Context: an optimization exercise on an open-source flow, tuned for small area, a short achievable clock period and few clock cycles. The choices shown serve that exercise and are no tape-out recipe. RTL that was checked went through simulation tests only; none was proved equivalent to the original. No activity file was given, so power comes from the tool's default toggle rates.

// dpu_top
module dpu_top (
    input  logic          clk,
    input  logic          rst_n,
    input  logic          cmd_valid,
    input  logic [2:0]    cmd_op,
    input  logic [7:0]    cmd_addr,
    input  logic [7:0]    cmd_data,
    output logic          cmd_ready,
    output logic          rsp_valid,
    output logic [7:0]    rsp_data,
    output logic          busy,
    output logic          done,
    output logic [1:0]    current_layer
);
==> flow/config.mk <==
export PLATFORM = sky130hd
export DESIGN_NAME = dpu_top
export DESIGN_NICKNAME = dpu_top
export VERILOG_FILES = /design/flow/design.v
export SDC_FILE = /design/flow/constraint.sdc
export NUM_CORES = 4
export LEC_CHECK = 0
export ABC_CLOCK_PERIOD_IN_PS = 3000
export CAP_MARGIN = 20
export CORE_MARGIN = 2
export CORE_UTILIZATION = 50
export SETUP_SLACK_MARGIN = 5
export SLEW_MARGIN = 20
==> flow/constraint.sdc <==
create_clock -name core_clock -period 10.0 [get_ports {clk}]
set_input_delay 2.0000 -clock core_clock [delete_from_list [all_inputs] [get_ports {clk}]]
set_output_delay 2.0000 -clock core_clock [all_outputs]
set_load 0.01 [all_outputs]
run.sh (not shown) runs the stock make flow with config.mk's settings and CLKGATE_MAP_FILE= SYNTH_SCRIPT=/design/flow/synth_recipe.tcl, a recipe that flattens the netlist after the stock synthesis.
The starting point finished clean.
Rerun with:
--- a/flow/design.v
+++ b/flow/design.v
@@ -57,25 +57,19 @@
     input  logic [7:0]    cmd_data,
     output logic          cmd_ready,
     output logic          rsp_valid,
     output logic [7:0]    rsp_data,
     output logic          busy,
     output logic          done,
     output logic [1:0]    current_layer
 );
     function automatic [7:0] smax(input [7:0] a, input [7:0] b);
-        logic gt;
-        gt = 1'b0;
-        for (int i = 0; i < 7; i++) begin
-            gt = (a[i] & ~b[i]) | ((a[i] | ~b[i]) & gt);
-        end
-        gt = (~a[7] & b[7]) | ((~a[7] | b[7]) & gt);
-        smax = gt ? a : b;
+        smax = ((a[7] != b[7]) ? b[7] : (a[6:0] > b[6:0])) ? a : b;
     endfunction
     localparam logic [2:0] RS_IDLE = 3'd0;
     localparam logic [2:0] RS_WAIT = 3'd1;
     localparam logic [2:0] RS_FAST = 3'd2;
     localparam logic [2:0] RS_COPY = 3'd3;
     localparam logic [2:0] RS_ENG  = 3'd4;
     localparam logic [2:0] RS_NOP  = 3'd5;
     localparam logic [1:0] EM_L1AB = 2'd0;
     localparam logic [1:0] EM_L2AB = 2'd1;
@@ -303,30 +297,33 @@
     wire fast_on = (rs == RS_FAST);
     logic [127:0] uo;
     generate
         for (r = 0; r < 16; r++) begin : g_unit
             wire [7:0] m0 = smax(ra[(16*r + 0) * 8 +: 8], ra[(16*r + 1) * 8 +: 8]);
             wire [7:0] m1 = smax(ra[(16*r + 8) * 8 +: 8], ra[(16*r + 9) * 8 +: 8]);
             assign uo[r*8 +: 8] = eng_on ? acc : smax(m0, m1);
         end
     endgenerate
-    logic [63:0] p2;
+    logic [31:0] p2;
     generate
-        for (r = 0; r < 8; r++) begin : g_p2
-            localparam int BASE = 32 + 16 * (r / 4) + 8 * ((r / 2) % 2) + 2 * (r % 2);
-            assign p2[r*8 +: 8] = smax(smax(rb[(BASE + 0) * 8 +: 8], rb[(BASE + 1) * 8 +: 8]),
-                                       smax(rb[(BASE + 4) * 8 +: 8], rb[(BASE + 5) * 8 +: 8]));
+        for (r = 0; r < 4; r++) begin : g_p2
+            localparam int BASE = 32 + 16 * (r / 2) + 8 * (r % 2);
+            wire [7:0] b00 = h[2] ? rb[(BASE + 2) * 8 +: 8] : rb[(BASE + 0) * 8 +: 8];
+            wire [7:0] b01 = h[2] ? rb[(BASE + 3) * 8 +: 8] : rb[(BASE + 1) * 8 +: 8];
+            wire [7:0] b10 = h[2] ? rb[(BASE + 6) * 8 +: 8] : rb[(BASE + 4) * 8 +: 8];
+            wire [7:0] b11 = h[2] ? rb[(BASE + 7) * 8 +: 8] : rb[(BASE + 5) * 8 +: 8];
+            assign p2[r*8 +: 8] = smax(smax(b00, b01), smax(b10, b11));
         end
     endgenerate
     genvar b;
     generate
         for (b = 0; b < 64; b++) begin : g_b
             wire en_fast = fast_on & ~h[0] & (h[2:1] == b % 4) & ~(rt_all & (b < 8));
             wire en_p2   = fast_on & rt_all & (b < 8) & (h[1:0] == 2'b11) & (h[2] == b % 2);
             wire en_eng  = e_wr_b & (e_da == b);
-            wire [7:0] d = ((b < 8) & rt_all) ? p2[(b % 8) * 8 +: 8] : uo[(b / 4) * 8 +: 8];
+            wire [7:0] d = ((b < 8) & rt_all) ? p2[((b / 2) % 4) * 8 +: 8] : uo[(b / 4) * 8 +: 8];
             always_ff @(posedge clk) begin
                 if (en_fast | en_p2 | en_eng) rb[b * 8 +: 8] <= d;
             end
         end
     endgenerate
 endmodule
The changed run went through all stages and came out clean.
Combinational power went up by about 50%.
Final area went up by 2.6%.
Synthesized cell count went up by 2.9%.
Cell count went up by about 3.2%.
Wire length went up by about 4.5%.
Testbench counts after the change, summed over its fixed seeds: cycles 8,776.
Only the layout flow was run in the first run of this note; the RTL was not checked for function there.

==> separate check: timing with driven ports <==
The results above use ideal ports. As a check the final layouts listed here were re-extracted and re-timed, cells and wires unchanged.
Step 1 assumes that a clkbuf_16 drives the clock port and a buf_2 every other input.
Step 2, shift: input delay + t, output delay - t, t = (earliest + latest rising clock arrival at the registers) / 2. This alone moves slack from input paths to output paths.
a / b / c = no drivers / after step 1 / after step 2; a / b = the first two.
| run | t (ns) | setup WS [ns] | hold slack, ns | worst register clock-pin slew, ns |
|---|---|---|---|---|
| the first run | 0.994 | 4.996 / 4.996 / 4.904 | 0.283 / 0.283 / 0.283 | 0.07 / 0.07 |
| the second run | 0.993 | 4.922 / 4.922 / 4.533 | 0.282 / 0.282 / 0.282 | 0.07 / 0.07 |
After both steps every run listed still meets setup and hold. For the second run, which loses most, drivers alone change the setup slack by 0.000 ns; drivers and shift together by -0.389 ns.
